This design comes from an exercise in tuning for small area, a short achievable clock period and few clock cycles on the open sky130 flow, not from production work.
At most, simulation tests tie the RTL to the original design; equivalence was not proved.
Power is estimated from default activity; no workload was simulated.

== the reference run ==
// callout_timer_wheel
module callout_timer_wheel (
	input  logic        clk,
	input  logic        arst_n,
	input  logic        s_axis_tvalid,
	output logic        s_axis_tready,
	input  logic [23:0] s_axis_tdata,   
	input  logic [1:0]  s_axis_tuser,   
	output logic        m_axis_tvalid,
	input  logic        m_axis_tready,
	output logic [39:0] m_axis_tdata,   
	output logic [1:0]  m_axis_tuser,   
	output logic        m_axis_tlast
);
Size in the first run: about 2800 cells after synthesis, about 75 I/O pins.
Settings: LEC_CHECK=0, ABC_AREA=1, CAP_MARGIN=20, CORE_MARGIN=2, CORE_UTILIZATION=40, SETUP_SLACK_MARGIN=2.5, SLEW_MARGIN=20; clock period 5.0 ns.
run.sh (not shown) runs the stock make flow with config.mk's settings and CLKGATE_MAP_FILE= SYNTH_SCRIPT=/design/flow/synth_recipe.tcl, a recipe that flattens the netlist after the stock synthesis.
The reference run: full flow OK, the timing, design-rule and antenna checks passed
Testbench counts of the reference run, summed over its fixed seeds: cycles 3,314.
Inputs modified between the reference run and the trial run:
-- flow/design.v --
<<< the reference run, line 64
	logic [N-1:0] pending_q;
	logic [N-1:0] fire_q;      
	logic         busy_q;      
	logic [15:0]  due_t_q;     
>>> the trial run, line 64
	logic [N-1:0] pending_q;
	logic [N-1:0] fire_q;      
	logic [N-1:0] emit_q;      
	logic         busy_q;      
	logic [15:0]  due_t_q;     
<<< the reference run, line 80
	logic [E-1:0] target;
	logic [N-1:0] due;
	logic [N-1:0] oldest, rest;
	logic         more;
	logic [3:0]   oid;
>>> the trial run, line 81
	logic [E-1:0] target;
	logic [N-1:0] due;
	logic [N-1:0] sel, oldest, rest;
	logic         more;
	logic [3:0]   oid;
<<< the reference run, line 127
		end
	end
	for (genvar i = 0; i < N; i++) begin : g_sel
		logic [N-1:0] beat;
		for (genvar j = 0; j < N; j++) begin : g_b
			assign beat[j] = fire_q[j] && older[j][i];
		end
		assign oldest[i] = fire_q[i] && !(|beat);
	end
	assign rest = fire_q & ~oldest;
	always_comb begin
		logic any;
>>> the trial run, line 128
		end
	end
	assign sel = busy_q ? emit_q : fire_q;
	for (genvar i = 0; i < N; i++) begin : g_sel
		logic [N-1:0] beat;
		for (genvar j = 0; j < N; j++) begin : g_b
			assign beat[j] = sel[j] && older[j][i];
		end
		assign oldest[i] = sel[i] && !(|beat);
	end
	assign rest = sel & ~oldest;
	always_comb begin
		logic any;
<<< the reference run, line 140
		more = 1'b0;
		for (int i = 0; i < N; i++) begin
			more = more | (any & fire_q[i]);
			any  = any | fire_q[i];
		end
	end
>>> the trial run, line 142
		more = 1'b0;
		for (int i = 0; i < N; i++) begin
			more = more | (any & sel[i]);
			any  = any | sel[i];
		end
	end
<<< the reference run, line 198
			pending_q <= '0;
			fire_q    <= '0;
			busy_q    <= 1'b0;
		end else begin
>>> the trial run, line 200
			pending_q <= '0;
			fire_q    <= '0;
			emit_q    <= '0;
			busy_q    <= 1'b0;
		end else begin
<<< the reference run, line 208
				fire_q[c_id_q]    <= 1'b0;
			end
			if ((do_tick || emit) && !more) begin
				due_t_q <= due_t_q + 16'd1;
			end
			if (do_tick) begin
				time_q    <= tinc;
				pending_q <= pending_q & ~fire_q;
				if (more) begin
					busy_q <= 1'b1;
					fire_q <= rest;
				end else begin
					fire_q <= due & pending_q & ~fire_q;
				end
			end
			if (emit) begin
				if (more) begin
					fire_q <= rest;
				end else begin
					busy_q <= 1'b0;
					fire_q <= due & pending_q;
				end
			end
		end
>>> the trial run, line 211
				fire_q[c_id_q]    <= 1'b0;
			end
			if (do_tick) begin
				time_q    <= tinc;
				due_t_q   <= due_t_q + 16'd1;
				pending_q <= pending_q & ~fire_q;
				fire_q    <= due & pending_q & ~fire_q;
			end
			if (do_tick || emit) begin
				emit_q <= rest;
				busy_q <= more;
			end
		end
<<< the reference run, line 249
		end
		if (do_tick || emit) begin
			out_kind_q <= (fire_q != '0) ? ctw_pkg::KIND_FIRED : ctw_pkg::KIND_IDLE_TICK;
			out_id_q   <= oid;
			out_pend_q <= 1'b0;
>>> the trial run, line 241
		end
		if (do_tick || emit) begin
			out_kind_q <= (sel != '0) ? ctw_pkg::KIND_FIRED : ctw_pkg::KIND_IDLE_TICK;
			out_id_q   <= oid;
			out_pend_q <= 1'b0;
Per the final summary, the trial run finished and its layout is clean on timing, DRC and antenna. NOTE sequential cell area in the final layout the reference run->the trial run increased by a few percent. Relative to the reference run, the final cell area reported for the trial run is higher. On the trial run: number of CTS-inserted buffers is about 7% higher than what the reference run gave. From the reference run to the trial run the numbers moved as follows: proportion of cell area occupied by registers neither gained nor lost much; aggregate global-route resource usage lost 0.29 points; synthesized area neither gained nor lost much; sequential power picked up an extra about 2%; utilization picked up an extra 0.73 points. Post-DP HPWL (the trial run vs. the reference run) decreases slightly. The trial run vs the reference run, top metal layer carrying routed signals: met5 vs met4. Diff the reference run -> the trial run: post-layout minimum cycle time increased by 0.12 ns relative to the old numbers, via count of the first global-routing pass lost 1495, power picked up an extra 9.3%.
The RTL of the trial run was laid out without a check of its function.

========
Setup of old:
The RTL this note starts from:
==> flow/design.v <==
package ctw_pkg;
	localparam int TIMER_COUNT = 16;
	localparam int TIME_BITS   = 32;
	localparam int EXP_BITS    = 16;   
	localparam int ID_W        = $clog2(TIMER_COUNT);
	typedef enum logic [1:0] {
		OP_SCHED = 2'd0,
		OP_STOP  = 2'd1,
		OP_TICK  = 2'd2,
		OP_NONE  = 2'd3
	} op_t;
	typedef enum logic [1:0] {
		KIND_SCHED      = 2'd0,
		KIND_STOP       = 2'd1,
		KIND_FIRED      = 2'd2,
		KIND_IDLE_TICK  = 2'd3
	} kind_t;
endpackage
module ctw_mem (
	input  logic                                              clk,
	input  logic                                              wr_en,
	input  logic [ctw_pkg::ID_W-1:0]                          wr_addr,
	input  logic [ctw_pkg::EXP_BITS-1:0]                      wr_data,
	output logic [ctw_pkg::TIMER_COUNT*ctw_pkg::EXP_BITS-1:0] rd_all
);
	logic [ctw_pkg::EXP_BITS-1:0] mem [0:ctw_pkg::TIMER_COUNT-1];
	for (genvar i = 0; i < ctw_pkg::TIMER_COUNT; i++) begin : g_ent
		always_ff @(posedge clk) begin
			if (wr_en && (wr_addr == ctw_pkg::ID_W'(i))) begin
				mem[i] <= wr_data;
			end
		end
		assign rd_all[i*ctw_pkg::EXP_BITS +: ctw_pkg::EXP_BITS] = mem[i];
	end
endmodule
module callout_timer_wheel (
	input  logic        clk,
	input  logic        arst_n,
	input  logic        s_axis_tvalid,
	output logic        s_axis_tready,
	input  logic [23:0] s_axis_tdata,   
	input  logic [1:0]  s_axis_tuser,   
	output logic        m_axis_tvalid,
	input  logic        m_axis_tready,
	output logic [39:0] m_axis_tdata,   
	output logic [1:0]  m_axis_tuser,   
	output logic        m_axis_tlast
);
	localparam int N = ctw_pkg::TIMER_COUNT;
	localparam int E = ctw_pkg::EXP_BITS;
	logic        c_valid_q;
	logic [1:0]  c_op_q;
	logic [3:0]  c_id_q;
	logic [15:0] c_dly_q;    
	logic        c1_valid_q;
	logic [1:0]  c1_op_q;
	logic [3:0]  c1_id_q;
	logic [15:0] c1_dly_q;
	logic        ready_q;
	logic [1:0]  in_op;
	logic [3:0]  in_id;
	logic [15:0] in_dly;
	logic [31:0]  time_q;
	logic [N-1:0] pending_q;
	logic [N-1:0] fire_q;      
	logic         busy_q;      
	logic [15:0]  due_t_q;     
	logic [N-1:0] older_q [N];   
	logic         out_valid_q;
	logic [1:0]   out_kind_q;
	logic [3:0]   out_id_q;
	logic         out_pend_q;
	logic [31:0]  out_time_q;
	logic         out_last_q;
	logic         out_free, exec, accept, is_none, wr_sched;
	logic         do_sched, do_stop, do_tick, emit;
	logic [N-1:0] id_dec;
	logic [N*E-1:0] exp_all;
	logic [31:0]  sum, tinc;
	logic [E-1:0] target;
	logic [N-1:0] due;
	logic [N-1:0] oldest, rest;
	logic         more;
	logic [3:0]   oid;
	logic [N-1:0] older [N];   
	assign is_none  = c_op_q == ctw_pkg::OP_NONE;
	assign out_free = !out_valid_q || m_axis_tready;
	assign exec     = c_valid_q && (is_none || (!busy_q && out_free));
	assign s_axis_tready = ready_q;
	assign accept   = s_axis_tvalid && s_axis_tready;
	assign do_sched = exec && (c_op_q == ctw_pkg::OP_SCHED);
	assign do_stop  = exec && (c_op_q == ctw_pkg::OP_STOP);
	assign do_tick  = exec && (c_op_q == ctw_pkg::OP_TICK);
	assign emit     = busy_q && out_free;
	assign wr_sched = c_valid_q && (c_op_q == ctw_pkg::OP_SCHED) && !busy_q;
	always_comb begin
		id_dec = '0;
		id_dec[c_id_q] = 1'b1;
	end
	assign sum  = time_q + {16'd0, c_dly_q};
	assign tinc = time_q + 32'd1;
	assign target = due_t_q;
	ctw_mem u_mem (
		.clk     (clk),
		.wr_en   (wr_sched),
		.wr_addr (c_id_q),
		.wr_data (sum[E-1:0]),
		.rd_all  (exp_all)
	);
	for (genvar i = 0; i < N; i++) begin : g_due
		assign due[i] = exp_all[i*E +: E] == target;
	end
	for (genvar i = 0; i < N; i++) begin : g_old_i
		for (genvar j = 0; j < N; j++) begin : g_old_j
			if (i < j) begin : g_lo
				always_ff @(posedge clk) begin
					older_q[i][j] <= (older_q[i][j] || (wr_sched && id_dec[j])) && !(wr_sched && id_dec[i]);
				end
				assign older[i][j] = older_q[i][j];
			end else if (i > j) begin : g_hi
				assign older[i][j] = !older_q[j][i];
			end else begin : g_eq
				assign older[i][j] = 1'b0;
			end
		end
	end
	for (genvar i = 0; i < N; i++) begin : g_sel
		logic [N-1:0] beat;
		for (genvar j = 0; j < N; j++) begin : g_b
			assign beat[j] = fire_q[j] && older[j][i];
		end
		assign oldest[i] = fire_q[i] && !(|beat);
	end
	assign rest = fire_q & ~oldest;
	logic [N-1:0] t_any1, t_two1;
	logic [N/2-1:0] t_any2, t_two2;
	logic [N/4-1:0] t_any3, t_two3;
	logic [N/8-1:0] t_any4, t_two4;
	assign t_any1 = fire_q;
	assign t_two1 = '0;
	for (genvar k = 0; k < N/2; k++) begin : g_m2
		assign t_any2[k] = t_any1[2*k] | t_any1[2*k+1];
		assign t_two2[k] = t_any1[2*k] & t_any1[2*k+1];
	end
	for (genvar k = 0; k < N/4; k++) begin : g_m3
		assign t_any3[k] = t_any2[2*k] | t_any2[2*k+1];
		assign t_two3[k] = t_two2[2*k] | t_two2[2*k+1] | (t_any2[2*k] & t_any2[2*k+1]);
	end
	for (genvar k = 0; k < N/8; k++) begin : g_m4
		assign t_any4[k] = t_any3[2*k] | t_any3[2*k+1];
		assign t_two4[k] = t_two3[2*k] | t_two3[2*k+1] | (t_any3[2*k] & t_any3[2*k+1]);
	end
	assign more = t_two4[0] | t_two4[1] | (t_any4[0] & t_any4[1]);
	always_comb begin
		oid = 4'd0;
		for (int i = 0; i < N; i++) begin
			if (oldest[i]) oid = oid | 4'(i);
		end
	end
	assign in_op  = s_axis_tuser;
	assign in_id  = s_axis_tdata[3:0];
	assign in_dly = {s_axis_tdata[19:5], s_axis_tdata[4] || (s_axis_tdata[19:5] == 15'd0)};
	always_ff @(posedge clk or negedge arst_n) begin
		if (!arst_n) begin
			c_valid_q  <= 1'b0;
			c1_valid_q <= 1'b0;
			ready_q    <= 1'b1;
		end else begin
			if (exec) begin
				c_valid_q  <= c1_valid_q || accept;
				c1_valid_q <= c1_valid_q && accept;
				ready_q    <= 1'b1;
			end else begin
				c_valid_q  <= c_valid_q || accept;
				c1_valid_q <= c1_valid_q || (c_valid_q && accept);
				ready_q    <= !(c1_valid_q || (c_valid_q && accept));
			end
		end
	end
	always_ff @(posedge clk) begin
		if (exec ? c1_valid_q : !c_valid_q) begin
			if (c1_valid_q) begin
				c_op_q  <= c1_op_q;
				c_id_q  <= c1_id_q;
				c_dly_q <= c1_dly_q;
			end else begin
				c_op_q  <= in_op;
				c_id_q  <= in_id;
				c_dly_q <= in_dly;
			end
		end else if (exec && accept) begin
			c_op_q  <= in_op;
			c_id_q  <= in_id;
			c_dly_q <= in_dly;
		end
		if (accept && c_valid_q && !(exec && !c1_valid_q)) begin
			c1_op_q  <= in_op;
			c1_id_q  <= in_id;
			c1_dly_q <= in_dly;
		end
	end
	always_ff @(posedge clk or negedge arst_n) begin
		if (!arst_n) begin
			time_q    <= '0;
			due_t_q   <= 16'd2;
			pending_q <= '0;
			fire_q    <= '0;
			busy_q    <= 1'b0;
		end else begin
			if (do_sched) begin
				pending_q[c_id_q] <= 1'b1;
				fire_q[c_id_q]    <= c_dly_q == 16'd1;
			end
			if (do_stop) begin
				pending_q[c_id_q] <= 1'b0;
				fire_q[c_id_q]    <= 1'b0;
			end
			if ((do_tick || emit) && !more) begin
				due_t_q <= due_t_q + 16'd1;
			end
			if (do_tick) begin
				time_q    <= tinc;
				pending_q <= pending_q & ~fire_q;
				if (more) begin
					busy_q <= 1'b1;
					fire_q <= rest;
				end else begin
					fire_q <= due & pending_q & ~fire_q;
				end
			end
			if (emit) begin
				if (more) begin
					fire_q <= rest;
				end else begin
					busy_q <= 1'b0;
					fire_q <= due & pending_q;
				end
			end
		end
	end
	always_ff @(posedge clk or negedge arst_n) begin
		if (!arst_n) begin
			out_valid_q <= 1'b0;
		end else if (do_sched || do_stop || do_tick || emit) begin
			out_valid_q <= 1'b1;
		end else if (m_axis_tready) begin
			out_valid_q <= 1'b0;
		end
	end
	always_ff @(posedge clk) begin
		if (do_sched || do_stop) begin
			out_kind_q <= do_sched ? ctw_pkg::KIND_SCHED : ctw_pkg::KIND_STOP;
			out_id_q   <= c_id_q;
			out_pend_q <= pending_q[c_id_q];
			out_time_q <= do_sched ? sum : 32'd0;
			out_last_q <= 1'b1;
		end
		if (do_tick || emit) begin
			out_kind_q <= (fire_q != '0) ? ctw_pkg::KIND_FIRED : ctw_pkg::KIND_IDLE_TICK;
			out_id_q   <= oid;
			out_pend_q <= 1'b0;
			out_last_q <= !more;
		end
		if (do_tick) begin
			out_time_q <= (fire_q != '0) ? tinc : 32'd0;
		end
	end
	assign m_axis_tvalid = out_valid_q;
	assign m_axis_tdata  = {3'b000, out_time_q, out_pend_q, out_id_q};
	assign m_axis_tuser  = out_kind_q;
	assign m_axis_tlast  = out_last_q;
endmodule
export LEC_CHECK = 0
export ABC_AREA = 1
export CAP_MARGIN = 20
export CORE_MARGIN = 2
export CORE_UTILIZATION = 40
export CTS_CLUSTER_DIAMETER = 100
export CTS_CLUSTER_SIZE = 24
export SETUP_SLACK_MARGIN = 2.5
export SLEW_MARGIN = 20
create_clock -name core_clock -period 5.0 [get_ports {clk}]
Testbench counts of old, summed over its fixed seeds: cycles 3,314.
Inputs modified between old and new:
-- flow/design.v --
<<< old, line 133
	end
	assign rest = fire_q & ~oldest;
	logic [N-1:0] t_any1, t_two1;
	logic [N/2-1:0] t_any2, t_two2;
	logic [N/4-1:0] t_any3, t_two3;
	logic [N/8-1:0] t_any4, t_two4;
	assign t_any1 = fire_q;
	assign t_two1 = '0;
	for (genvar k = 0; k < N/2; k++) begin : g_m2
		assign t_any2[k] = t_any1[2*k] | t_any1[2*k+1];
		assign t_two2[k] = t_any1[2*k] & t_any1[2*k+1];
	end
	for (genvar k = 0; k < N/4; k++) begin : g_m3
		assign t_any3[k] = t_any2[2*k] | t_any2[2*k+1];
		assign t_two3[k] = t_two2[2*k] | t_two2[2*k+1] | (t_any2[2*k] & t_any2[2*k+1]);
	end
	for (genvar k = 0; k < N/8; k++) begin : g_m4
		assign t_any4[k] = t_any3[2*k] | t_any3[2*k+1];
		assign t_two4[k] = t_two3[2*k] | t_two3[2*k+1] | (t_any3[2*k] & t_any3[2*k+1]);
	end
	assign more = t_two4[0] | t_two4[1] | (t_any4[0] & t_any4[1]);
	always_comb begin
		oid = 4'd0;
>>> new, line 133
	end
	assign rest = fire_q & ~oldest;
	always_comb begin
		logic any;
		any  = 1'b0;
		more = 1'b0;
		for (int i = 0; i < N; i++) begin
			more = more | (any & fire_q[i]);
			any  = any | fire_q[i];
		end
	end
	always_comb begin
		oid = 4'd0;
==> comparison <==
Every stage of the flow completed for new, and the final layout passed the timing, design-rule and antenna checks. [new vs old] share of total power in sequential cells: higher in new. Going from old to new, count of clock buffers in the final design grows by 2.3%. Between old and new, the difference in count of hold buffers inserted by post-cts repair is negligible. On total die area, new does better than old. Re minimum setup slack in the final design: old was higher than new. Compared with old, new ends up with a smaller final cell area. The global-route usage in new was higher than what old gave. In the metrics for old and new, the one carrying the lower sequential share of cell area is old. old → new: compound-cell area share of the yosys netlist now sits higher; switching component of the power now sits lower. Measured against old, the number of ordinary and repair buffers in the finished layout of new comes out at 1.3 times the reference value. Critical path depth (higher): old. Higher number of multi-input combinational cells in the layout was reported by old, not new. Final design utilization in new is 1.9 points above old.
Testbench counts of new, summed over its fixed seeds: cycles 3,314.

[separate check: timing with driven ports]
No port has a modelled driver above. Below, the same layouts with a new extraction and two added sets of constraints.
Step 1: set_driving_cell puts a clkbuf_16 on clk and a buf_2 on each other input, an assumption about the parent block.
Step 2 also shifts input and output timing later by t, the mid clock arrival at the registers, as if the neighbouring blocks saw the same clock.
Slacks: ideal ports / drivers / drivers and shift; pairs: ideal ports / drivers.
| run | t (ns) | slack for setup (ns) | hold slack, ns | worst setup path at the end | cell pins on the clock port's net |
|---|---|---|---|---|---|
| the reference run | 0.690 | 2.506 / 2.506 / 1.876 | 0.453 / 0.437 / 0.517 | input to register | 1 |
| the trial run | 0.700 | 2.390 / 2.390 / 2.018 | 0.484 / 0.465 / 0.484 | input to register | 1 |
| old | 0.674 | 2.536 / 2.485 / 1.948 | 0.456 / 0.412 / 0.472 | input to register | 1 |
| new | 0.675 | 2.493 / 2.464 / 1.900 | 0.475 / 0.474 / 0.475 | input to register | 1 |
After both steps setup and hold are still met in every run listed. The setup slack of the reference run, which loses most, moves by 0.000 ns with the drivers and by -0.630 ns with both steps.
